Context: an optimization exercise on an open-source flow, tuned for small area. The choices shown serve that exercise and are no tape-out recipe. Only simulation tests tie the RTL to the original design; equivalence was not proved. Power is estimated from default activity; no workload was simulated.

==> flow/config.mk <==
export PLATFORM = sky130hd
export DESIGN_NAME = mips_regfile
export DESIGN_NICKNAME = mips_regfile
export VERILOG_FILES = /design/flow/design.v
export SDC_FILE = /design/flow/constraint.sdc
export NUM_CORES = 4
export LEC_CHECK = 0
export CAP_MARGIN = 20
export CORE_MARGIN = 2
export CORE_UTILIZATION = 45
export PLACE_DENSITY = 0.6
export SLEW_MARGIN = 20
export SYNTH_HIERARCHICAL = 1
==> flow/constraint.sdc <==
create_clock -name core_clock -period 6.0 [get_ports {clk}]
set_input_delay 1.2000 -clock core_clock [delete_from_list [all_inputs] [get_ports {clk}]]
set_output_delay 1.2000 -clock core_clock [all_outputs]
set_load 0.01 [all_outputs]
==> flow/design.v <==
package mips_pkg;
    localparam int unsigned DATA_W = 32;
    localparam int unsigned ADDR_W = 5;
    typedef logic [4:0]  reg_idx_t;
    typedef logic [31:0] word_t;
    localparam reg_idx_t REG_ZERO = 5'd0;
    localparam reg_idx_t REG_RA   = 5'd31;
endpackage
module rf_ao222n (
    input  logic a0, s0, a1, s1, a2, s2,
    output logic y
);
    assign y = ~((a0 & s0) | (a1 & s1) | (a2 & s2));
endmodule
module rf_nand2 (input logic a, b, output logic y);
    assign y = ~(a & b);
endmodule
module rf_nand4 (input logic a, b, c, d, output logic y);
    assign y = ~(a & b & c & d);
endmodule
module rf_nor2 (input logic a, b, output logic y);
    assign y = ~(a | b);
endmodule
module rf_xor2 (input logic a, b, output logic y);
    assign y = a ^ b;
endmodule
module rf_oai22 (input logic hold, col, cv, wr, output logic y);
    assign y = ~((hold | col) & (cv | wr));
endmodule
module rf_read_predecode (
    input  logic       rst,
    input  logic [4:0] read_reg,
    output logic [3:0] lo_n,
    output logic [7:0] hi_n,
    output logic       valid
);
    always_comb begin
        for (int a = 0; a < 4; a++) lo_n[a] = !(read_reg[1:0] == 2'(a));
        for (int b = 0; b < 8; b++) hi_n[b] = !(!rst && read_reg[4:2] == 3'(b));
    end
    assign valid = !rst && (read_reg != '0);
endmodule
module rf_read_decode (
    input  logic        rst,
    input  logic [4:0]  read_reg,
    output logic [31:1] sel,
    output logic        valid
);
    logic [3:0] lo_n;
    logic [7:0] hi_n;
    rf_read_predecode u_pre (
        .rst      (rst),
        .read_reg (read_reg),
        .lo_n     (lo_n),
        .hi_n     (hi_n),
        .valid    (valid)
    );
    for (genvar i = 1; i < 32; i++) begin : g_sel
        rf_nor2 u_sel (.a(lo_n[i % 4]), .b(hi_n[i / 4]), .y(sel[i]));
    end
endmodule
module rf_read_bit (
    input  logic [31:1] cv,
    input  logic [31:1] sel,
    input  logic        flip,
    output logic        y
);
    logic [10:0] t;
    logic [1:0]  p;
    logic        q;
    logic        raw;
    for (genvar k = 0; k < 10; k++) begin : g_ao
        rf_ao222n u_ao (
            .a0(cv[3*k+1]), .s0(sel[3*k+1]),
            .a1(cv[3*k+2]), .s1(sel[3*k+2]),
            .a2(cv[3*k+3]), .s2(sel[3*k+3]),
            .y (t[k])
        );
    end
    rf_nand2 u_t10 (.a(cv[31]), .b(sel[31]), .y(t[10]));
    rf_nand4 u_p0 (.a(t[0]), .b(t[1]), .c(t[2]), .d(t[3]), .y(p[0]));
    rf_nand4 u_p1 (.a(t[4]), .b(t[5]), .c(t[6]), .d(t[7]), .y(p[1]));
    rf_nor2  u_q  (.a(p[0]), .b(p[1]), .y(q));
    rf_nand4 u_r  (.a(q), .b(t[8]), .c(t[9]), .d(t[10]), .y(raw));
    rf_xor2  u_y  (.a(raw), .b(flip), .y(y));
endmodule
module regfile_read_port #(
    parameter int unsigned DATA_W = mips_pkg::DATA_W,
    parameter int unsigned ADDR_W = mips_pkg::ADDR_W
) (
    input  logic                                 rst,
    input  logic                                 phase,
    input  logic [(1 << ADDR_W)-1:1][DATA_W-1:0] cells,
    input  logic [ADDR_W-1:0]                    read_reg,
    output logic [DATA_W-1:0]                    read_data
);
    localparam int unsigned DEPTH = 1 << ADDR_W;
    logic [DEPTH-1:1] sel;
    logic             valid;
    logic             flip;
    rf_read_decode u_dec (
        .rst      (rst),
        .read_reg (read_reg),
        .sel      (sel),
        .valid    (valid)
    );
    assign flip = phase && valid;
    for (genvar b = 0; b < DATA_W; b++) begin : g_bit
        logic [DEPTH-1:1] column;
        for (genvar i = 1; i < DEPTH; i++) begin : g_col
            assign column[i] = cells[i][b];
        end
        rf_read_bit u_bit (
            .cv (column),
            .sel  (sel),
            .flip (flip),
            .y    (read_data[b])
        );
    end
endmodule
module rf_write_predecode (
    input  logic       rst,
    input  logic       reg_write,
    input  logic [4:0] write_reg,
    output logic [3:0] lo,
    output logic [7:0] hi,
    output logic       rst_n
);
    always_comb begin
        for (int a = 0; a < 4; a++) lo[a] = !rst && reg_write && write_reg[1:0] == 2'(a);
        for (int b = 0; b < 8; b++) hi[b] = write_reg[4:2] == 3'(b);
    end
    assign rst_n = !rst;
endmodule
module rf_write_decode (
    input  logic        rst,
    input  logic        reg_write,
    input  logic [4:0]  write_reg,
    output logic [31:1] wr,
    output logic [31:1] hold
);
    logic [3:0] lo;
    logic [7:0] hi;
    logic       rst_n;
    rf_write_predecode u_pre (
        .rst       (rst),
        .reg_write (reg_write),
        .write_reg (write_reg),
        .lo        (lo),
        .hi        (hi),
        .rst_n     (rst_n)
    );
    for (genvar i = 1; i < 32; i++) begin : g_row
        rf_nand2 u_hold (.a(lo[i % 4]), .b(hi[i / 4]), .y(hold[i]));
        rf_nand2 u_wr   (.a(rst_n), .b(hold[i]), .y(wr[i]));
    end
endmodule
module mips_regfile #(
    parameter int unsigned DATA_W = mips_pkg::DATA_W,
    parameter int unsigned ADDR_W = mips_pkg::ADDR_W
) (
    input  logic              clk,
    input  logic              rst,
    input  logic              reg_write,
    input  logic [ADDR_W-1:0] write_reg,
    input  logic [DATA_W-1:0] write_data,
    input  logic [ADDR_W-1:0] read_reg1,
    input  logic [ADDR_W-1:0] read_reg2,
    output logic [DATA_W-1:0] read_data1,
    output logic [DATA_W-1:0] read_data2
);
    localparam int unsigned DEPTH = 1 << ADDR_W;
    logic                         phase;
    logic [DEPTH-1:1][DATA_W-1:0] cells;
    logic [DEPTH-1:1][DATA_W-1:0] cells_next;
    logic [DEPTH-1:1]             wr, hold;
    logic [DATA_W-1:0]            col;
    always_ff @(posedge clk) begin
        phase <= !rst && !phase;
    end
    assign col = write_data ^ {DATA_W{phase}};
    rf_write_decode u_wdec (
        .rst       (rst),
        .reg_write (reg_write),
        .write_reg (write_reg),
        .wr        (wr),
        .hold      (hold)
    );
    for (genvar i = 1; i < DEPTH; i++) begin : g_row
        for (genvar b = 0; b < DATA_W; b++) begin : g_bit
            rf_oai22 u_upd (
                .hold (hold[i]),
                .col  (col[b]),
                .cv (cells[i][b]),
                .wr   (wr[i]),
                .y    (cells_next[i][b])
            );
        end
    end
    always_ff @(posedge clk) begin
        cells <= cells_next;
    end
    regfile_read_port #(.DATA_W(DATA_W), .ADDR_W(ADDR_W)) u_port1 (
        .rst        (rst),
        .phase      (phase),
        .cells      (cells),
        .read_reg   (read_reg1),
        .read_data  (read_data1)
    );
    regfile_read_port #(.DATA_W(DATA_W), .ADDR_W(ADDR_W)) u_port2 (
        .rst        (rst),
        .phase      (phase),
        .cells      (cells),
        .read_reg   (read_reg2),
        .read_data  (read_data2)
    );
endmodule
==> flow/run.sh <==
#!/bin/bash
# synth_recipe.tcl (not shown) runs the flow's synth.tcl, then flattens the netlist and writes it again
# the make line also repeats each setting of config.mk as NAME=value (left out here)
make -C /OpenROAD-flow-scripts/flow DESIGN_CONFIG=/design/flow/config.mk WORK_HOME=/design/flow/orfs CLKGATE_MAP_FILE= SYNTH_SCRIPT=/design/flow/synth_recipe.tcl finish
==> results of run 1 <==
Yosys stat by module, one instance, submodules excluded, excerpt:
module	area [sq um]	flops+latches	times used	cells inside
rf_nand4	6.256	0	192	1
rf_nand2	3.754	0	126	1
rf_oai22	6.256	0	992	1
rf_ao222n	10.01	0	640	1
rf_xor2	8.758	0	64	1
mips_regfile	20230	993	1	1030
rf_nor2	3.754	0	126	1
rf_read_predecode	95.09	0	2	19
rf_write_predecode	118.9	0	1	13
power by group:
part / internal (mW) / switching, mW
sequential: 7.13 / 0.436
combinational: 0.626 / 1.24
clock: 4.24 / 2.77
total: 12.0 / 4.44
cells by family after synthesis:
family,Yosys count,share of synthesized area
AOI/OAI and AO/OA,1634,0.3518
buffers and inverters,5,0.002093
xor gates and xnor gates,96,0.02344
DFF,993,0.5541
and+or+nand+nor,495,0.06853
placed cells by master (no fill, tap or decap), drive strengths merged, types with 2 or more instances in the layout:
| cell | Yosys | final |
|---|---|---|
| xor2 | 96 | 96 |
| dfxtp | 993 | 993 |
| bufinv | 0 | 16 |
| nand4 | 192 | 192 |
| nand2 | 140 | 140 |
| and3b | 3 | 3 |
| and2 | 2 | 2 |
| nand2b | 4 | 4 |
| inv | 1 | 5 |
| and2b | 4 | 4 |
| and4bb | 2 | 2 |
| a222oi | 640 | 640 |
| nand3 | 4 | 4 |
| or2 | 2 | 2 |
| nor2b | 2 | 2 |
| clkbuf | 0 | 148 |
| nor3 | 3 | 3 |
| dlymetal6s2s | 0 | 13 |
| nor3b | 3 | 3 |
| clkdlybuf4s50 | 0 | 100 |
| o22ai | 992 | 992 |
| buf | 4 | 324 |
| nor2 | 131 | 148 |
| a21oi | 2 | 2 |
| diode | 0 | 4 |
| clkinv | 0 | 17 |
cell type report:
type                            instances  area [sq um]  share of cell area
Antenna cell                            4         10.01           0.0002170
Clock buffer                          148          3079             0.06676
Clock inverter                         38         623.1             0.01351
Inverter                                1         3.754          0.00008138
Multi-Input combinational cell       2242         17030              0.3692
Sequential cell                       993         19880              0.4311
Tap cell                             1050          1314             0.02848
Timing Repair Buffer                  437          4180             0.09063
per-stage QoR:
step / cell area [sq um] / hold slack (ns) / TNS (ns) / power (mW) / instances
finish: 46120 / 0.4532 / -1.140 / 16.44 / 4913
global route: 46110 / 0.4582 / -0.3291 / 16.78 / 4909
CTS: 45560 / 0.4541 / -0.1442 / 16.24 / 4885
detailed placement: 41730 / 0.4408 / -1.540 / 9.371 / 4692
global placement: 41720 / 0.4293 / -2.965 / 9.288 / 4692
floorplan: 35880 / 0.4227 / 0 / 8.337 / 3223
path summary, 6_finish.rpt:
check                   end  depth (start not counted)  slack, ns         start
min reg2reg      cells[970]                          1       0.45    cells[970]
max reg2reg      cells[650]                          3       3.03         phase
min              cells[970]                          1       0.45    cells[970]
max          read_data2[30]                         11      -0.41  read_reg2[0]
state kept, by name, indices dropped and copies added, names as in the netlist:
signal  flops
phase       1
cells     992
routing by layer:
| metal | track usage | part of all wire |
|---|---|---|
| met1 | 0.5411 | 0.34 |
| met2 | 0.6392 | 0.41 |
| met3 | 0.1882 | 0.17 |
| met4 | 0.3266 | 0.091 |
| met5 | 0.02209 | 0.0015 |
timing repair:
item | in CTS | in global routing
buffers inserted | 1 | 7
resized for setup | 20 | 56
setup endpoints to repair | 25 | 62
pin swaps | 17 | 62
cloned | 6 | 11
hold buffers | 0 | 0
critical path, stage by stage:
cell	delay [ns]
clkdlybuf4s50_1	0.56
nand2b_2	0.29
buf_6	0.26
nor2_4	0.18
a222oi_1	0.89
nand4_1	0.40
nor2_2	0.28
buf_4	0.16
nand4_1	0.11
xor2_1	0.26
clkdlybuf4s50_1	0.59
==> results.json, run 1 <==
{
  "start_util": 0.4541,
  "rsz0062_at_grt": "yes",
  "worstSetupStartpointType": "input pin",
  "violations": "negative setup slack",
  "cts_root_buffer": "clkbuf_16",
  "portBuffers": 113,
  "critPathArrivalTime_ns": 5.21,
  "vias": 41403,
  "path_class": "in2out",
  "area_growth_pct": 28.57,
  "dp_hpwl_mm": 115.4,
  "place_ws_ns": -0.1920,
  "nFillCells": 6455,
  "vias_per_cell": 8.427,
  "synth_top_area_cell": "dfxtp_1",
  "setup_viol": 18,
  "worst_slew_pin_slew_ns": 1.260,
  "finish.net_count": 3829,
  "crit_fanout": 11,
  "drv_slew": 0,
  "yosysWarnings": 9,
  "ys_ff_latch": 993,
  "layout-drive-gt1-share": 0.1671,
  "dieHeight_microns": 286.4,
  "async_flop_share": 0,
  "fin_worst_skew_ns": 0.01915,
  "finalHoldViolations": 0,
  "period_minus_slack_ns": 6.408,
  "status": "finished with violations",
  "clock_path_buffers": 3,
  "syn-cell-area_sq_um": 35880,
  "cts.sinks": 993,
  "required_ns": 4.80,
  "cp-end-kind": "output port",
  "ios": 114,
  "syn_inst": 3223,
  "min_period_over_period": 1.068,
  "timing.final.ws_setup_ns": -0.4083,
  "netlist.area_leader.share": 0.5541,
  "initialDrtViolationCount": 11300,
  "die_x_microns": 286.4,
  "htree_num_levels": 3,
  "overflow": 0,
  "finish.utilization": 0.5839,
  "vdd_drop_max_v": 0.0002789,
  "synth_cell_types": 25,
  "tritoncts": "built",
  "cts_buffers": 104,
  "synthFlopType": "dfxtp_1",
  "synthTopCellsByCount": "dfxtp_1 (993), o22ai_1 (992), a222oi_1 (640)",
  "row_count": 103,
  "drt-total-wl_mm": 198.0,
  "core_sq_um": 79000,
  "antenna_found_initial": 4,
  "place.gp.congestion": 0.9823,
  "leakage_nw": 16.92,
  "drv_cap": 0,
  "synth_nets": 3273,
  "ys_top_cells_by_area": "dfxtp_1 (55%), a222oi_1 (18%), o22ai_1 (17%), nand4_1 (3.3%), xor2_1 (2.3%)",
  "synth_most_common_cell": "dfxtp_1",
  "grt_max_degree": 34,
  "grt_pass1_vias": 38793,
  "wire_per_inst_microns": 40.30,
  "clk-insertion-delay-late_ns": 0.69,
  "hold_path_class": "reg2reg",
  "dieArea_sq_um": 82000,
  "relSlewSlack": 0.1598,
  "synth_area_per_cell_sq_um": 11.13,
  "drt_first_pass_iters": 14,
  "yosysSeqAreaShare": 0.5541,
  "grt.total_usage": 0.4492,
  "drc": 0,
  "maxClockFrequency_mhz": 156.0,
  "drtAntennaViolNets": 0,
  "grt_pass1_wl_mm": 271.3,
  "power.density_nw_per_um2": 356.5,
  "synth_edf_count": 0,
  "clk_pin_slew_ns": 0.06
}
==> run 2: changes to the inputs <==
==> flow/flow/run.sh (new file) <==
#!/bin/bash
set -euo pipefail
export BUFFER_PORTS_ARGS="-buffer_cell sky130_fd_sc_hd__buf_2"
export CTS_ARGS="-sink_clustering_enable -repair_clock_nets -dont_use_dummy_load -root_buf sky130_fd_sc_hd__clkbuf_8 -buf_list {sky130_fd_sc_hd__clkbuf_4 sky130_fd_sc_hd__clkbuf_8}"
bash standard.sh > flow_make.log 2>&1
==> flow/standard.sh (new file) <==
#!/bin/bash
# synth_recipe.tcl (not shown) runs the flow's synth.tcl, then flattens the netlist and writes it again
# the make line also repeats each setting of config.mk as NAME=value (left out here)
make -C /OpenROAD-flow-scripts/flow DESIGN_CONFIG=/design/flow/config.mk WORK_HOME=/design/flow/orfs CLKGATE_MAP_FILE= SYNTH_SCRIPT=/design/flow/synth_recipe.tcl "${@:-finish}"
removed: flow/run.sh
==> run 2 against run 1 <==
  * The layout still fails its checks (negative setup slack)
  * Sequential share of layout area is 3.8 points higher
  * First-iteration DRC count is 7.6% lower
  * Clock power is 31% lower
  * Synthesized cell count stayed put
  * Setup slack better by 0.34 ns
  * Hold slack better by 0.00097 ns
  * Power is 15% lower
  * Routed wire length is 5.7% lower
  * Non-clock buffer count is 131 lower
  * Register-to-register slack better by 0.06 ns
  * Fmax is 5.6% higher
  * Critical path type unchanged
==> results.json, run 2 <==
{
  "placed_area_sq_um": 39990,
  "dieHeight_microns": 286.4,
  "synth_most_common_cell": "dfxtp_1",
  "synth_edf_count": 0,
  "drt_first_pass_iters": 17,
  "area_growth_pct": 18.25,
  "drt-total-wl_mm": 186.8,
  "place.gp.congestion": 0.9915,
  "cts.sinks": 993,
  "async_flop_share": 0,
  "cts_resized": 0,
  "worst_path_max_delay_cell": "nor2_1",
  "status": "finished with violations",
  "drv_slew": 0,
  "vias": 40122,
  "cp_slowest_stage_delay_ns": 0.72,
  "grt_pass1_wl_mm": 261.2,
  "hold_path_class": "reg2reg",
  "clock_path_buffers": 3,
  "fin_worst_skew_ns": 0.05214,
  "place_ws_ns": 0.4107,
  "setup_viol": 2,
  "clk_pin_slew_ns": 0.05,
  "finish.utilization": 0.5370,
  "crit_fanout": 26,
  "synthFlopType": "dfxtp_1",
  "grt_pass1_vias": 38070,
  "rr_endpoint": "cells[556]",
  "drtAntennaViolNets": 0,
  "cts_hold_buf": 0,
  "min_period_over_period": 1.011,
  "synth_area_per_cell_sq_um": 11.13,
  "yosysWarnings": 9,
  "ff2ff_setup_slack_ns": 3.09,
  "synth_nets": 3273,
  "initialDrtViolationCount": 10437,
  "drc": 0,
  "htree_num_levels": 4,
  "grt.total_usage": 0.4329,
  "cts_root_buffer": "clkbuf_8",
  "ios": 114,
  "reg2reg_depth": 3,
  "synth_top_area_cell": "dfxtp_1",
  "top_register": "cells",
  "overflow": 0,
  "synth_cell_types": 25,
  "drv_cap": 0,
  "critPathBufInv": 2,
  "vdd_drop_max_v": 0.0002239,
  "timing.final.ws_setup_ns": -0.06656,
  "endpoint": "read_data2[13]",
  "antenna_found_initial": 10,
  "critPathArrivalTime_ns": 4.87,
  "start_util": 0.4541,
  "finalHoldViolations": 0,
  "nFillCells": 6888,
  "finish.net_count": 3738,
  "cts_buffers": 161,
  "top_regs": "cells (992), phase (1)",
  "grt_max_degree": 34,
  "die_x_microns": 286.4,
  "relSlewSlack": 0.1535,
  "cts_setup_buffers": 0,
  "path_class": "in2out",
  "clk-insertion-delay-late_ns": 0.85,
  "vias_per_cell": 8.463,
  "ys_ff_latch": 993,
  "netlist.area_leader.share": 0.5541,
  "worst_slew_pin_slew_ns": 1.270,
  "row_count": 103,
  "yosysSeqAreaShare": 0.5541,
  "tritoncts": "built",
  "violations": "negative setup slack",
  "critPathTopFamily": "simple AND/OR/NAND/NOR gates",
  "rsz0062_at_grt": "no",
  "r2r_start": "phase",
  "maxClockFrequency_mhz": 164.8,
  "syn-cell-area_sq_um": 35880,
  "core_sq_um": 79000,
  "cp-end-kind": "output port",
  "worstSetupStartpointType": "input pin",
  "wire_per_inst_microns": 39.40,
  "path_cells": "buf_2 -> nand2_1 -> nor2_4 -> a222oi_1 -> nand4_1 -> nor2_1 -> nand4_1 -> xor2_1 -> buf_2",
  "final_cell_mix": "o22ai_1 (992), dfxtp_1 (992), a222oi_1 (640)",
  "dp_hpwl_mm": 109.6,
  "syn_inst": 3223,
  "worstSetupStartpoint": "read_reg2[0]",
  "synthTopCellsByCount": "dfxtp_1 (993), o22ai_1 (992), a222oi_1 (640)",
  "largest_register_ff_count": 992,
  "period_minus_slack_ns": 6.067,
  "postLayoutCellArea_sq_um": 42420,
  "portBuffers": 113,
  "required_ns": 4.80,
  "ys_top_cells_by_area": "dfxtp_1 (55%), a222oi_1 (18%), o22ai_1 (17%), nand4_1 (3.3%), xor2_1 (2.3%)",
  "worst-path-stages": 9,
  "dieArea_sq_um": 82000,
  "layout-drive-gt1-share": 0.1565,
  "power.density_nw_per_um2": 330.9,
  "leakage_nw": 15.32
}
-- run 2: area by class of cell --
cell class | instances | area (sq um) | share of cell area
Sequential cell | 993 | 19880 | 0.4687
Multi-Input combinational cell | 2225 | 16750 | 0.3948
Timing Repair Buffer | 306 | 2246 | 0.05294
Clock buffer | 161 | 2216 | 0.05223
Tap cell | 1050 | 1314 | 0.03097
Antenna cell | 5 | 12.51 | 0.0002949
Inverter | 1 | 3.754 | 0.00008848
-- run 2: worst min-delay path by stage --
| stage | end | depth (start not counted) | start |
|---|---|---|---|
| after floorplan | cells[128] | 1 | cells[128] |
| after global placement | cells[778] | 1 | cells[778] |
| after detailed placement | cells[321] | 1 | cells[321] |
| after CTS | cells[823] | 1 | cells[823] |
| after global routing | cells[710] | 1 | cells[710] |
| final | cells[823] | 1 | cells[823] |
-- run 2: metal layers --
metal,vias up,track usage,part of all wire
li1,15693,-,-
met1,19292,0.5169,0.34
met2,4142,0.6254,0.41
met3,983,0.1771,0.16
met4,12,0.3185,0.086
met5,-,0,0.00053
-- run 2: Yosys stat by module (local to each module, per instance), a selection --
module	cells inside	times used	cell area [sq um]
mips_regfile	1030	1	20230
rf_write_predecode	13	1	118.9
rf_read_predecode	19	2	95.09
rf_ao222n	1	640	10.01
rf_xor2	1	64	8.758
rf_nand4	1	192	6.256
rf_oai22	1	992	6.256
rf_nand2	1	126	3.754
rf_nor2	1	126	3.754
-- run 2: cell families (layout without fill, tap and decap cells) --
family | Yosys count | count (layout) | share of synthesized area
flops | 993 | 993 | 0.5541
buf+inv | 5 | 468 | 0.002093
compound gates | 1634 | 1634 | 0.3518
simple gates | 495 | 495 | 0.06853
other cells | 0 | 5 | 0
xor+xnor | 96 | 96 | 0.02344
-- run 2: per-stage QoR --
stage,TNS (ns),instances,hold WS (ns),power [mW]
after floorplan,0,3223,0.4227,8.337
after global placement,0,4567,0.4284,9.117
after detailed placement,0,4567,0.4404,9.200
after CTS,0,4728,0.4527,13.88
after global routing,0,4738,0.4606,14.39
final,-0.08893,4741,0.4542,14.04
-- run 2: worst reg2reg max path, cell delays in order (launching register included) --
cell and delay (ns):
dfxtp_4 0.56, buf_4 0.91, xor2_4 1.00, o22ai_1 0.27
-- run 2: report_power, final --
part | internal (mW) | leakage [nW] | switching [mW]
clock network | 2.36 | 1.16 | 2.47
registers | 7.14 | 8.33 | 0.434
logic | 0.471 | 5.83 | 1.18
total | 9.96 | 15.3 | 4.08
==> run 3: changes to the inputs <==
==> flow/flow/run.sh (replaced) <==
#!/bin/bash
set -euo pipefail
export BUFFER_PORTS_ARGS="-buffer_cell sky130_fd_sc_hd__buf_2"
export CTS_ARGS="-sink_clustering_enable -repair_clock_nets -dont_use_dummy_load -sink_clustering_size 25 -sink_clustering_max_diameter 80 -root_buf sky130_fd_sc_hd__clkbuf_16 -buf_list {sky130_fd_sc_hd__clkbuf_16}"
bash standard.sh > flow_make.log 2>&1
--- a/flow/config.mk
+++ b/flow/config.mk
@@ -7,7 +7,7 @@
 export LEC_CHECK = 0
 export CAP_MARGIN = 20
 export CORE_MARGIN = 2
-export CORE_UTILIZATION = 45
-export PLACE_DENSITY = 0.6
+export CORE_UTILIZATION = 55
+export PLACE_DENSITY = 0.7
 export SLEW_MARGIN = 20
 export SYNTH_HIERARCHICAL = 1
==> run 3 against run 2 <==
  * Now clean on timing, DRC and antenna
  * Sequential share of layout area is 1.9 points higher
  * Power down 10%
  * Via count decreased by 1.9%
  * Clock skew up 0.0070 ns
  * Critical path depth increased by 2
  * Setup slack gained 0.27 ns
  * First-iteration DRC count grew 1.8%
  * Critical endpoint is now read_data2[0]
==> results.json, run 3 <==
{
  "synth_most_common_cell": "dfxtp_1",
  "yosysSeqAreaShare": 0.5541,
  "dp_hpwl_mm": 107.5,
  "path_class": "in2out",
  "total_power_mw": 12.62,
  "grt_max_degree": 34,
  "portBuffers": 113,
  "cts.sinks": 993,
  "netlist.area_leader.share": 0.5541,
  "critPathBufInv": 3,
  "async_flop_share": 0,
  "worst_slew_pin_slew_ns": 1.289,
  "placed_area_sq_um": 39630,
  "syn_inst": 3223,
  "min_period_over_period": 0.9660,
  "cts_setup_buffers": 0,
  "critPathArrivalTime_ns": 4.60,
  "postLayoutCellArea_sq_um": 40790,
  "tns_ns": 0,
  "dp_cells": 4382,
  "final_cell_mix": "o22ai_1 (992), dfxtp_1 (992), a222oi_1 (640)",
  "drv_slew": 0,
  "path_cells": "buf_2 -> and2b_1 -> nand2_1 -> nor2_2 -> buf_12 -> a222oi_1 -> nand4_1 -> nor2_1 -> nand4_1 -> xor2_1 -> buf_2",
  "power.density_nw_per_um2": 309.4,
  "status": "timing/DRC/antenna clean",
  "yosysWarnings": 9,
  "cp-end-kind": "output port",
  "worst_path_max_delay_cell": "nor2_2",
  "drt_first_pass_iters": 17,
  "maxClockFrequency_mhz": 172.5,
  "leakage_nw": 14.68,
  "grt_pass1_wl_mm": 247.2,
  "fin_worst_skew_ns": 0.05912,
  "die_x_microns": 259.4,
  "switching_power_mw": 3.680,
  "top_regs": "cells (992), phase (1)",
  "drv_cap": 0,
  "clock_path_buffers": 3,
  "clk-insertion-delay-late_ns": 0.69,
  "place_ws_ns": 0.5426,
  "antenna_found_initial": 3,
  "swShare": 0.2915,
  "area_growth_pct": 13.71,
  "clk_pin_slew_ns": 0.06,
  "htree_num_levels": 2,
  "relSlewSlack": 0.1383,
  "finalHoldViolations": 0,
  "synth_area_per_cell_sq_um": 11.13,
  "top_register": "cells",
  "critPathTopFamily": "simple AND/OR/NAND/NOR gates",
  "synthFlopType": "dfxtp_1",
  "finish.utilization": 0.6328,
  "grt.total_usage": 0.4939,
  "initialDrtViolationCount": 10629,
  "cts_buffers": 46,
  "synthTopCellsByCount": "dfxtp_1 (993), o22ai_1 (992), a222oi_1 (640)",
  "dieArea_sq_um": 67290,
  "worstSetupStartpointType": "input pin",
  "ys_top_cells_by_area": "dfxtp_1 (55%), a222oi_1 (18%), o22ai_1 (17%), nand4_1 (3.3%), xor2_1 (2.3%)",
  "hold_path_class": "reg2reg",
  "ys_ff_latch": 993,
  "synth_cell_types": 25,
  "setup_viol": 0,
  "row_count": 93,
  "tritoncts": "built",
  "drtAntennaViolNets": 0,
  "timing.final.ws_setup_ns": 0.2037,
  "clkPwrFrac": 0.277,
  "required_ns": 4.80,
  "worst_hold_slack_ns": 0.4616,
  "seqPwrFrac": 0.598,
  "crit_fanout": 19,
  "wire_per_inst_microns": 39.43,
  "grt_pass1_vias": 36250,
  "vias_per_cell": 8.881,
  "place.gp.congestion": 1.021,
  "rsz0062_at_grt": "no",
  "final-instance-count-excl-fill": 4433,
  "cts_hold_buf": 0,
  "synth_nets": 3273,
  "vdd_drop_max_v": 0.0002625,
  "dieHeight_microns": 259.4,
  "largest_register_ff_count": 992,
  "finish.net_count": 3625,
  "vias": 39370,
  "synth_top_area_cell": "dfxtp_1",
  "syn-cell-area_sq_um": 35880,
  "drc": 0,
  "core_sq_um": 64460,
  "layout-drive-gt1-share": 0.1296,
  "cts_resized": 0,
  "combPwrFrac": 0.125,
  "synth_edf_count": 0,
  "period_minus_slack_ns": 5.796,
  "p_int_mw": 8.943,
  "cts_root_buffer": "clkbuf_16",
  "drt-total-wl_mm": 174.8,
  "cp_slowest_stage_delay_ns": 1.00,
  "overflow": 0,
  "ios": 114,
  "start_util": 0.5565
}
run 3: cell counts after synthesis:
Identical to the previous run, type by type.
run 3: logic make-up after synthesis:
logic type | Yosys count | synth area share
compound gates | 1634 | 0.3518
flops | 993 | 0.5541
simple gates | 495 | 0.06853
xor+xnor | 96 | 0.02344
buf+inv | 5 | 0.002093
run 3: cell type report:
cell class / instances / area, sq um
Fill cell: 5250 / 23670
Sequential cell: 993 / 19880
Inverter: 1 / 3.754
Timing Repair Buffer: 308 / 2117
Clock buffer: 46 / 1151
Antenna cell: 5 / 12.51
Multi-Input combinational cell: 2225 / 16560
Tap cell: 855 / 1070
run 3: final timing paths:
path	slack (ns)	cells past startpoint	from	endpoint
worst max-delay path	0.20	11	rst	read_data2[0]
worst min-delay path	0.46	1	cells[258]	cells[258]
worst max register to register	3.32	3	phase	cells[941]
worst min register to register	0.46	1	cells[258]	cells[258]
run 3: layer usage:
| metal | vias up | GRT usage | part of all wire |
|---|---|---|---|
| met3 | 934 | 0.2140 | 0.18 |
| met4 | 2 | 0.3199 | 0.087 |
| li1 | 15476 | - | - |
| met5 | - | 0.001425 | 0.000074 |
| met2 | 4151 | 0.6961 | 0.40 |
| met1 | 18807 | 0.6140 | 0.33 |
run 3: power groups by stage:
| stage | logic (mW) | clock network, mW | registers [mW] |
|---|---|---|---|
| floorplan | 0.774 | 0 | 7.56 |
| global placement | 1.43 | 0 | 7.63 |
| detailed placement | 1.47 | 0 | 7.67 |
| CTS | 1.47 | 3.45 | 7.52 |
| global route | 1.60 | 3.67 | 7.61 |
| finish | 1.58 | 3.49 | 7.55 |
run 3: worst register-to-register path: cells and delay by family, from the launching register on:
kind | cells | cell delay, ns
xor gates and xnor gates | 1 | 0.97
buffers and inverters | 1 | 0.83
AOI/OAI and AO/OA | 1 | 0.29
DFF | 1 | 0.45
run 3: modules after synthesis, one instance, submodules excluded, a selection:
module	cell area, sq um	times used
mips_regfile	20230	1
rf_read_predecode	95.09	2
rf_nor2	3.754	126
rf_nand4	6.256	192
rf_nand2	3.754	126
rf_write_predecode	118.9	1
rf_xor2	8.758	64
rf_ao222n	10.01	640
rf_oai22	6.256	992
==> run 4: changes to the inputs <==
==> flow/flow/run.sh (replaced) <==
#!/bin/bash
set -euo pipefail
export BUFFER_PORTS_ARGS="-buffer_cell sky130_fd_sc_hd__buf_1"
export CTS_ARGS="-sink_clustering_enable -repair_clock_nets -dont_use_dummy_load -sink_clustering_size 30 -sink_clustering_max_diameter 80 -root_buf sky130_fd_sc_hd__clkbuf_16 -buf_list {sky130_fd_sc_hd__clkbuf_16}"
bash standard.sh > flow_make.log 2>&1
--- a/flow/config.mk
+++ b/flow/config.mk
@@ -7,7 +7,7 @@
 export LEC_CHECK = 0
 export CAP_MARGIN = 20
 export CORE_MARGIN = 2
-export CORE_UTILIZATION = 55
-export PLACE_DENSITY = 0.7
+export CORE_UTILIZATION = 65
+export PLACE_DENSITY = 0.8
 export SLEW_MARGIN = 20
 export SYNTH_HIERARCHICAL = 1
==> run 4 against run 3 <==
  * Now fails the layout checks on negative setup slack
  * Setup slack worse by 0.32 ns
  * Critical path depth is 1 lower
  * Global-route usage is 7.8 points higher
  * Clock-buffer cell count is 5 lower
  * First-iteration DRC count is 1.8% higher
  * Clock skew is 0.019 ns lower
  * Synthesized cell count stayed put
  * Non-clock buffer count stayed put
  * Largest cell class unchanged
  * Highest routed layer unchanged
==> results.json, run 4 <==
{
  "cts.sinks": 993,
  "largest_register_ff_count": 992,
  "synth_cell_types": 25,
  "area_growth_pct": 11.80,
  "synth_nets": 3273,
  "nFillCells": 3956,
  "maxClockFrequency_mhz": 163.4,
  "worst_slew_pin_slew_ns": 1.304,
  "start_util": 0.6537,
  "top_register": "cells",
  "rr_endpoint": "cells[806]",
  "layout-drive-gt1-share": 0.09697,
  "drv_cap": 0,
  "fin_worst_skew_ns": 0.03984,
  "finalHoldViolations": 0,
  "min_from": "cells[461]",
  "synthTopCellsByCount": "dfxtp_1 (993), o22ai_1 (992), a222oi_1 (640)",
  "tns_ns": -0.1212,
  "grt_max_degree": 34,
  "yosysWarnings": 9,
  "dieArea_sq_um": 57090,
  "worst_path_max_delay_cell": "a222oi_1",
  "reg2reg_depth": 3,
  "async_flop_share": 0,
  "dieHeight_microns": 238.9,
  "vias_per_cell": 9.439,
  "path_cells": "buf_1 -> nand2b_1 -> nor2_2 -> buf_4 -> a222oi_1 -> nand4_1 -> nor2_1 -> nand4_1 -> xor2_1 -> buf_1",
  "cts_setup_buffers": 0,
  "worstSetupStartpoint": "read_reg1[0]",
  "yosysSeqAreaShare": 0.5541,
  "rsz0062_at_grt": "no",
  "wire_per_inst_microns": 40.02,
  "ff2ff_setup_slack_ns": 3.43,
  "cp_slowest_stage_delay_ns": 0.72,
  "cts_root_buffer": "clkbuf_16",
  "vdd_drop_max_v": 0.0003352,
  "finish.net_count": 3620,
  "period_minus_slack_ns": 6.121,
  "grt_pass1_wl_mm": 243.3,
  "drv_slew": 0,
  "synth_edf_count": 0,
  "clk_pin_slew_ns": 0.08,
  "drt-total-wl_mm": 171.6,
  "vias": 40466,
  "required_ns": 4.80,
  "overflow": 0,
  "final_cell_mix": "o22ai_1 (992), dfxtp_1 (992), a222oi_1 (640)",
  "crit_fanout": 14,
  "tritoncts": "built",
  "critPathArrivalTime_ns": 4.92,
  "syn-cell-area_sq_um": 35880,
  "leakage_nw": 14.22,
  "clock_path_buffers": 3,
  "status": "finished with violations",
  "power.density_nw_per_um2": 309.9,
  "netlist.area_leader.share": 0.5541,
  "worstSetupStartpointType": "input pin",
  "row_count": 86,
  "violations": "negative setup slack",
  "min_period_over_period": 1.020,
  "dp_hpwl_mm": 101.6,
  "cp-end-kind": "output port",
  "finish.utilization": 0.7308,
  "r2r_start": "phase",
  "worst_hold_slack_ns": 0.4638,
  "hold_path_class": "reg2reg",
  "final-instance-count-excl-fill": 4287,
  "drt_first_pass_iters": 17,
  "synthFlopType": "dfxtp_1",
  "initialDrtViolationCount": 10822,
  "top_regs": "cells (992), phase (1)",
  "htree_num_levels": 2,
  "ios": 114,
  "dp_cells": 4231,
  "critPathBufInv": 3,
  "antenna_found_initial": 17,
  "critPathTopFamily": "simple AND/OR/NAND/NOR gates",
  "clk-insertion-delay-late_ns": 0.67,
  "core_sq_um": 54880,
  "synth_most_common_cell": "dfxtp_1",
  "drtAntennaViolNets": 0,
  "die_x_microns": 238.9,
  "worstHoldPathCells": 1,
  "synth_top_area_cell": "dfxtp_1",
  "path_class": "in2out",
  "drc": 0,
  "ys_top_cells_by_area": "dfxtp_1 (55%), a222oi_1 (18%), o22ai_1 (17%), nand4_1 (3.3%), xor2_1 (2.3%)",
  "synth_area_per_cell_sq_um": 11.13,
  "ys_ff_latch": 993,
  "grt.total_usage": 0.5721,
  "grt_pass1_vias": 37615,
  "cts_buffers": 41,
  "timing.final.ws_setup_ns": -0.1212,
  "syn_inst": 3223,
  "setup_viol": 1,
  "place.gp.congestion": 1.095,
  "place_ws_ns": 0.5004,
  "portBuffers": 113,
  "relSlewSlack": 0.1296,
  "holdPathEnd": "cells[461]"
}
==> run 4: logic make-up after synthesis <==
group	share of synthesized area
compound gates	0.3518
xor+xnor	0.02344
buf+inv	0.002093
flops	0.5541
simple gates	0.06853
==> run 4: per-module statistics from Yosys, one instance, submodules excluded, a selection <==
module	cells	area, sq um	flip-flops and latches	copies in the design
mips_regfile	1030	20230	993	1
rf_write_predecode	13	118.9	0	1
rf_read_predecode	19	95.09	0	2
rf_ao222n	1	10.01	0	640
rf_xor2	1	8.758	0	64
rf_nand4	1	6.256	0	192
rf_oai22	1	6.256	0	992
rf_nand2	1	3.754	0	126
rf_nor2	1	3.754	0	126
==> run 4: layout make-up <==
class                   count  area [sq um]  area share
inverters                   1         3.754  0.00009359
flip-flops and latches    993         19880      0.4957
well taps                 704         880.8     0.02196
repair buffers            308          1889     0.04711
multi-input cells        2225         16390      0.4086
clock buffers              41          1026     0.02558
diodes                     15         37.54   0.0009359
==> run 4: power by group <==
| part | total [mW] | internal [mW] | switching [mW] | leakage (nW) |
|---|---|---|---|---|
| Combinational | 1.57 | 0.420 | 1.15 | 5.39 |
| Sequential | 7.56 | 7.12 | 0.438 | 8.33 |
| Clock | 3.30 | 1.24 | 2.07 | 0.505 |
==> run 4: per-layer routing <==
metal  wire length [microns]  share of wire  vias up  track usage
met4                   18850           0.11        8       0.4409
li1                        -              -    15471            -
met2                   65670           0.38     4746       0.7810
met1                   53430           0.31    18791       0.6663
met5                      90        0.00052        -     0.001732
met3                   33530           0.20     1450       0.3094
==> run 4: metrics by stage <==
stage	power (mW)	area (sq um)
finish	12.43	40110
global route	12.63	40070
CTS	12.17	40060
global placement	8.995	39030
detailed placement	9.094	39040
floorplan	8.337	35880
==> run 4: worst max-delay path by stage <==
stage	endpoint	slack, ns	cells after the start
after floorplan	read_data1[0]	1.50	8
after global placement	read_data2[5]	0.57	12
after detailed placement	read_data1[4]	0.50	12
after CTS	read_data2[19]	0.52	12
after global routing	read_data1[26]	0.02	10
final	read_data1[26]	-0.12	10
==> run 4: what timing repair did <==
| action | 4_1_cts | 5_1_grt |
|---|---|---|
| setup endpoints to repair | 0 | 1 |
| hold buffers | 0 | 0 |
| gates resized for setup | 0 | 1 |
==> run 5: changes to the inputs <==
--- a/flow/config.mk
+++ b/flow/config.mk
@@ -9,5 +9,6 @@
 export CORE_MARGIN = 2
 export CORE_UTILIZATION = 65
 export PLACE_DENSITY = 0.8
+export SETUP_SLACK_MARGIN = 0.6
 export SLEW_MARGIN = 20
 export SYNTH_HIERARCHICAL = 1
==> run 5 against run 4 <==
  * The run now finishes clean
  * Critical path depth grew 1
  * Sequential power is essentially flat
  * Synthesized cell count is the same
  * Power grew 0.12%
  * Sequential share of layout area shrank 0.41 points
  * Setup slack gained 0.53 ns
  * Synthesized area is the same
  * Clock-buffer cell count is the same
  * Critical endpoint is now read_data1[31]
  * Largest cell class unchanged
==> results.json, run 5 <==
{
  "synth_most_common_cell": "dfxtp_1",
  "synthTopCellsByCount": "dfxtp_1 (993), o22ai_1 (992), a222oi_1 (640)",
  "maxClockFrequency_mhz": 178.8,
  "synth_top_area_cell": "dfxtp_1",
  "critPathArrivalTime_ns": 4.39,
  "nFillCells": 3913,
  "seqPwrFrac": 0.608,
  "synthFlopType": "dfxtp_1",
  "top_register": "cells",
  "min_from": "cells[239]",
  "finish.utilization": 0.7369,
  "clock_path_buffers": 3,
  "syn-cell-area_sq_um": 35880,
  "dieHeight_microns": 238.9,
  "tns_ns": 0,
  "dp_hpwl_mm": 101.6,
  "cts_root_buffer": "clkbuf_16",
  "final_cell_mix": "o22ai_1 (992), dfxtp_1 (992), a222oi_1 (640)",
  "swShare": 0.2935,
  "drv_slew": 0,
  "grt_pass1_vias": 37631,
  "r2r_start": "phase",
  "combPwrFrac": 0.127,
  "vias_per_cell": 9.440,
  "dieArea_sq_um": 57090,
  "antenna_found_initial": 12,
  "synth_cell_types": 25,
  "status": "timing/DRC/antenna clean",
  "synth_nets": 3273,
  "vias": 40592,
  "yosysSeqAreaShare": 0.5541,
  "rsz0062_at_grt": "yes",
  "area_growth_pct": 12.72,
  "worstSetupStartpoint": "read_reg1[3]",
  "hold_path_class": "reg2reg",
  "finish.net_count": 3636,
  "relSlewSlack": 0.1631,
  "portBuffers": 113,
  "die_x_microns": 238.9,
  "htree_num_levels": 2,
  "finalHoldViolations": 0,
  "place.gp.congestion": 1.095,
  "path_class": "in2out",
  "ys_ff_latch": 993,
  "ys_top_cells_by_area": "dfxtp_1 (55%), a222oi_1 (18%), o22ai_1 (17%), nand4_1 (3.3%), xor2_1 (2.3%)",
  "crit_fanout": 17,
  "wire_per_inst_microns": 39.74,
  "core_sq_um": 54880,
  "tritoncts": "built",
  "async_flop_share": 0,
  "drv_cap": 0,
  "drt_first_pass_iters": 17,
  "yosysWarnings": 9,
  "required_ns": 4.80,
  "min_period_over_period": 0.9322,
  "vdd_drop_max_v": 0.0003389,
  "top_regs": "cells (992), phase (1)",
  "clk-insertion-delay-late_ns": 0.67,
  "drc": 0,
  "switching_power_mw": 3.651,
  "synth_edf_count": 0,
  "power.density_nw_per_um2": 307.7,
  "row_count": 86,
  "initialDrtViolationCount": 10800,
  "overflow": 0,
  "grt_pass1_wl_mm": 243.6,
  "drt-total-wl_mm": 170.9,
  "layout-drive-gt1-share": 0.1080,
  "grt.total_usage": 0.5730,
  "syn_inst": 3223,
  "cts_buffers": 41,
  "cts.sinks": 993,
  "grt_max_degree": 34,
  "leakage_nw": 14.38,
  "worstSetupStartpointType": "input pin",
  "period_minus_slack_ns": 5.593,
  "synth_area_per_cell_sq_um": 11.13,
  "fin_worst_skew_ns": 0.04291,
  "largest_register_ff_count": 992,
  "start_util": 0.6537,
  "setup_viol": 0,
  "p_int_mw": 8.791,
  "clkPwrFrac": 0.265,
  "cp-end-kind": "output port",
  "worst_slew_pin_slew_ns": 1.252,
  "netlist.area_leader.share": 0.5541,
  "clk_pin_slew_ns": 0.09,
  "drtAntennaViolNets": 0,
  "ios": 114
}
-- run 5: cell counts after synthesis --
Identical to the previous run, type by type.
-- run 5: cell type report --
class	count	area (sq um)	share of cell area
Timing Repair Buffer	324	2076	0.05133
Tap cell	704	880.8	0.02178
Multi-Input combinational cell	2225	16540	0.4090
Inverter	1	3.754	0.00009282
Antenna cell	12	30.03	0.0007426
Sequential cell	993	19880	0.4917
Clock buffer	41	1026	0.02537
-- run 5: final timing paths --
path	end	slack [ns]	depth (start not counted)
worst max-delay path	read_data1[31]	0.41	11
worst min-delay path	cells[239]	0.46	1
worst max register to register	cells[806]	3.39	3
worst min register to register	cells[239]	0.46	1
-- run 5: critical path, stage by stage --
cell	delay (ns)
clkbuf_2	0.16
nor2_1	0.30
nand2_1	0.19
nor2_2	0.89
buf_4	0.38
a222oi_1	0.15
nand4_1	0.39
nor2_1	0.15
nand4_1	0.19
xor2_1	0.17
buf_1	0.21
-- run 5: cell families after synthesis --
logic type | synth area share
AOI/OAI and AO/OA | 0.3518
xor gates and xnor gates | 0.02344
buffers and inverters | 0.002093
DFF | 0.5541
and+or+nand+nor | 0.06853
-- run 5: routing by layer --
layer | track usage | wire, microns
met2 | 0.7859 | 65590
met4 | 0.4352 | 19130
met5 | 0.001732 | 329
met1 | 0.6645 | 52180
met3 | 0.3135 | 33670
-- run 5: stage by stage --
stage	worst slack [ns]	power, mW	std cells	instance area, sq um	hold WS, ns
floorplan	1.505	8.337	3223	35880	0.4227
global placement	0.5701	8.995	4231	39030	0.4291
detailed placement	0.5004	9.094	4231	39040	0.4414
CTS	0.6428	12.17	4272	40080	0.4618
global route	0.4694	12.66	4292	40420	0.4726
finish	0.4065	12.44	4300	40440	0.4620
-- run 5: what timing repair did --
action,4_1_cts,5_1_grt
setup buffers,0,15
endpoints found under the setup margin,10,61
pin swaps,1,5
gates cloned,0,1
resized for setup,5,58
hold buffers,0,0
-- run 5: power groups by stage --
stage	Combinational, mW	Sequential, mW	Clock (mW)
3_3_place_gp	1.36	7.63	0
6_report	1.58	7.56	3.30
4_1_cts	1.42	7.53	3.22
5_1_grt	1.58	7.61	3.46
2_1_floorplan	0.774	7.56	0
3_5_place_dp	1.41	7.68	0
-- run 5: Yosys stat by module (local to each module, per instance), excerpt --
module	cells	flip-flops and latches
rf_write_predecode	13	0
rf_xor2	1	0
rf_nand2	1	0
rf_nand4	1	0
rf_oai22	1	0
rf_ao222n	1	0
mips_regfile	1030	993
rf_nor2	1	0
==> run 6: changes to the inputs <==
--- a/flow/config.mk
+++ b/flow/config.mk
@@ -9,6 +9,6 @@
 export CORE_MARGIN = 2
 export CORE_UTILIZATION = 65
 export PLACE_DENSITY = 0.8
-export SETUP_SLACK_MARGIN = 0.6
+export SETUP_SLACK_MARGIN = 0.5
 export SLEW_MARGIN = 20
 export SYNTH_HIERARCHICAL = 1
==> run 6 against run 5 <==
  * Highest routed layer unchanged
  * Sequential share of layout area grew 0.30 points
  * Still clean on timing, DRC and antenna
  * Clock power is essentially flat
  * Flip-flop and latch count is the same
  * Fmax shrank 5.2%
  * Final cell count shrank 0.40%
  * Routed wire length is essentially flat
  * Synthesized cell count is the same
==> results.json, run 6 <==
{
  "min_period_over_period": 0.9832,
  "vias": 40321,
  "hold_path_class": "reg2reg",
  "synth_top_area_cell": "dfxtp_1",
  "yosysSeqAreaShare": 0.5541,
  "path_class": "in2out",
  "worstSetupStartpointType": "input pin",
  "drv_slew": 0,
  "cts_hold_buf": 0,
  "start_util": 0.6537,
  "finish.net_count": 3620,
  "ios": 114,
  "initialDrtViolationCount": 11385,
  "period_minus_slack_ns": 5.899,
  "finish.utilization": 0.7325,
  "synthTopCellsByCount": "dfxtp_1 (993), o22ai_1 (992), a222oi_1 (640)",
  "htree_num_levels": 2,
  "final_cell_mix": "o22ai_1 (992), dfxtp_1 (992), a222oi_1 (640)",
  "synthFlopType": "dfxtp_1",
  "relSlewSlack": 0.1144,
  "async_flop_share": 0,
  "largest_register_ff_count": 992,
  "status": "timing/DRC/antenna clean",
  "clk_pin_slew_ns": 0.06,
  "layout-drive-gt1-share": 0.1009,
  "synth_most_common_cell": "dfxtp_1",
  "grt_max_degree": 34,
  "top_regs": "cells (992), phase (1)",
  "timing.final.ws_setup_ns": 0.1007,
  "cts_buffers": 41,
  "row_count": 86,
  "ys_top_cells_by_area": "dfxtp_1 (55%), a222oi_1 (18%), o22ai_1 (17%), nand4_1 (3.3%), xor2_1 (2.3%)",
  "synth_edf_count": 0,
  "finalHoldViolations": 0,
  "grt_pass1_vias": 37615,
  "netlist.area_leader.share": 0.5541,
  "leakage_nw": 14.24,
  "place_ws_ns": 0.5004,
  "synth_cell_types": 25,
  "grt_pass1_wl_mm": 243.3,
  "tritoncts": "built",
  "dp_hpwl_mm": 101.6,
  "clk-insertion-delay-late_ns": 0.63,
  "rsz0062_at_grt": "yes",
  "total_power_mw": 12.43,
  "place.gp.congestion": 1.095,
  "power.density_nw_per_um2": 309.2,
  "drtAntennaViolNets": 0,
  "dieArea_sq_um": 57090,
  "cp-end-kind": "output port",
  "wire_per_inst_microns": 39.88,
  "area_growth_pct": 12.05,
  "crit_fanout": 15,
  "cts_root_buffer": "clkbuf_16",
  "core_sq_um": 54880,
  "drv_cap": 0,
  "clock_path_buffers": 3,
  "setup_viol": 0,
  "placed_area_sq_um": 39040,
  "grt.total_usage": 0.5721,
  "top_register": "cells",
  "die_x_microns": 238.9,
  "vias_per_cell": 9.414,
  "fin_worst_skew_ns": 0.03755,
  "cts.sinks": 993,
  "syn-cell-area_sq_um": 35880,
  "drt-total-wl_mm": 170.8,
  "syn_inst": 3223,
  "tns_ns": 0,
  "maxClockFrequency_mhz": 169.5,
  "vdd_drop_max_v": 0.0003402,
  "ff2ff_setup_slack_ns": 3.44,
  "required_ns": 4.80,
  "worst_hold_slack_ns": 0.4644,
  "postLayoutCellArea_sq_um": 40200,
  "dieHeight_microns": 238.9,
  "synth_nets": 3273,
  "ys_ff_latch": 993,
  "worst_slew_pin_slew_ns": 1.327,
  "antenna_found_initial": 14,
  "portBuffers": 113,
  "drt_first_pass_iters": 17,
  "critPathArrivalTime_ns": 4.70,
  "drc": 0,
  "final-instance-count-excl-fill": 4283,
  "synth_area_per_cell_sq_um": 11.13,
  "overflow": 0,
  "dp_cells": 4231,
  "yosysWarnings": 9
}
-- run 6: cell types whose count changed in the layout (fill, tap and decap cells not counted), moves of 2 or more --
cell	before	now
nor2_1	57	60
clkbuf_2	4	1
nor2_2	52	55
nor2_4	22	16
buf_12	2	0
buf_1	106	112
buf_4	208	195
-- run 6: critical path, cell delays in order --
cell      delay (ns)
buf_1           0.34
nand2b_2        0.40
nor2_2          0.21
buf_4           0.25
a222oi_1        0.66
nand4_1         0.75
nor2_2          0.34
nand4_1         0.18
xor2_1          0.18
buf_1           0.17
-- run 6: final timing paths --
| kind | start | cells past startpoint | end |
|---|---|---|---|
| setup / recovery | read_reg1[1] | 10 | read_data1[26] |
| setup reg to reg | phase | 3 | cells[806] |
| hold / removal | cells[823] | 1 | cells[823] |
| hold reg to reg | cells[823] | 1 | cells[823] |
-- run 6: repair_timing --
action,4_1_cts,5_1_grt
setup buffers,0,0
endpoints found under the hold margin,0,0
gates resized for setup,0,28
endpoints found under the setup margin,0,61
-- run 6: per-module statistics from Yosys, one instance, submodules excluded, excerpt --
module	cell area [sq um]	cells inside	copies in the design
rf_nand2	3.754	1	126
mips_regfile	20230	1030	1
rf_ao222n	10.01	1	640
rf_write_predecode	118.9	13	1
rf_nor2	3.754	1	126
rf_read_predecode	95.09	19	2
rf_xor2	8.758	1	64
rf_nand4	6.256	1	192
rf_oai22	6.256	1	992
-- run 6: cell families after synthesis --
logic type,synth area share
compound gates,0.3518
xor+xnor,0.02344
buf+inv,0.002093
flops,0.5541
simple gates,0.06853
-- run 6: per-layer routing --
layer  share of wire  global-route usage  vias to the layer above  routed length [microns]
li1                -                   -                    15482                        -
met1            0.31              0.6663                    18782                    52740
met2            0.38              0.7810                     4685                    65170
met3            0.20              0.3094                     1364                    33980
met4            0.11              0.4409                        8                    18800
met5         0.00059            0.001732                        -                      100
-- run 6: cell type report --
class / count / area [sq um]
diodes: 11 / 27.53
clock buffers: 41 / 1026
fillers: 3944 / 14680
inverters: 1 / 3.754
multi-input cells: 2225 / 16490
flip-flops and latches: 993 / 19880
well taps: 704 / 880.8
repair buffers: 308 / 1889
-- run 6: report_power, final --
group | internal, mW | switching, mW | total (mW) | leakage (nW)
clock network | 1.24 | 2.07 | 3.30 | 0.505
logic | 0.422 | 1.15 | 1.57 | 5.40
registers | 7.12 | 0.437 | 7.56 | 8.33
total | 8.78 | 3.65 | 12.4 | 14.2

-- re-timing with driven ports --
No port has a modelled driver above. Below, the same layouts with a new extraction and two added sets of constraints. Step 1 sets driving cells, clkbuf_16 on the clock port and buf_2 on the other inputs (assumed; they add their load-dependent delay and slew). Step 2 times the ports against the registers' clock, not the clock port: input delays grow and output delays shrink by t, the midpoint of the rising clock arrivals with the driver on. Three values: ideal ports, drivers, drivers and shift; two values: the first two.
run | t, ns | setup slack, ns | hold WS [ns] | latest minus earliest clock arrival (ns) | worst data-port slew with drivers (ns)
run 1 | 0.735 | -0.408 / -0.440 / -0.440 | 0.453 / 0.453 / 0.453 | 0.033 / 0.032 | 0.08
run 2 | 0.876 | -0.067 / -0.107 / -0.107 | 0.454 / 0.454 / 0.454 | 0.087 / 0.088 | 0.10
run 3 | 0.719 | 0.204 / 0.184 / 0.184 | 0.462 / 0.462 / 0.462 | 0.080 / 0.080 | 0.09
run 4 | 0.696 | -0.121 / -0.154 / -0.154 | 0.464 / 0.464 / 0.464 | 0.078 / 0.079 | 0.14
run 5 | 0.697 | 0.407 / 0.311 / 0.311 | 0.462 / 0.462 / 0.462 | 0.078 / 0.079 | 0.21
run 6 | 0.694 | 0.101 / 0.023 / 0.023 | 0.464 / 0.464 / 0.464 | 0.074 / 0.074 | 0.14
For run 5, which loses most, drivers alone change the setup slack by -0.096 ns; drivers and shift together by -0.096 ns.
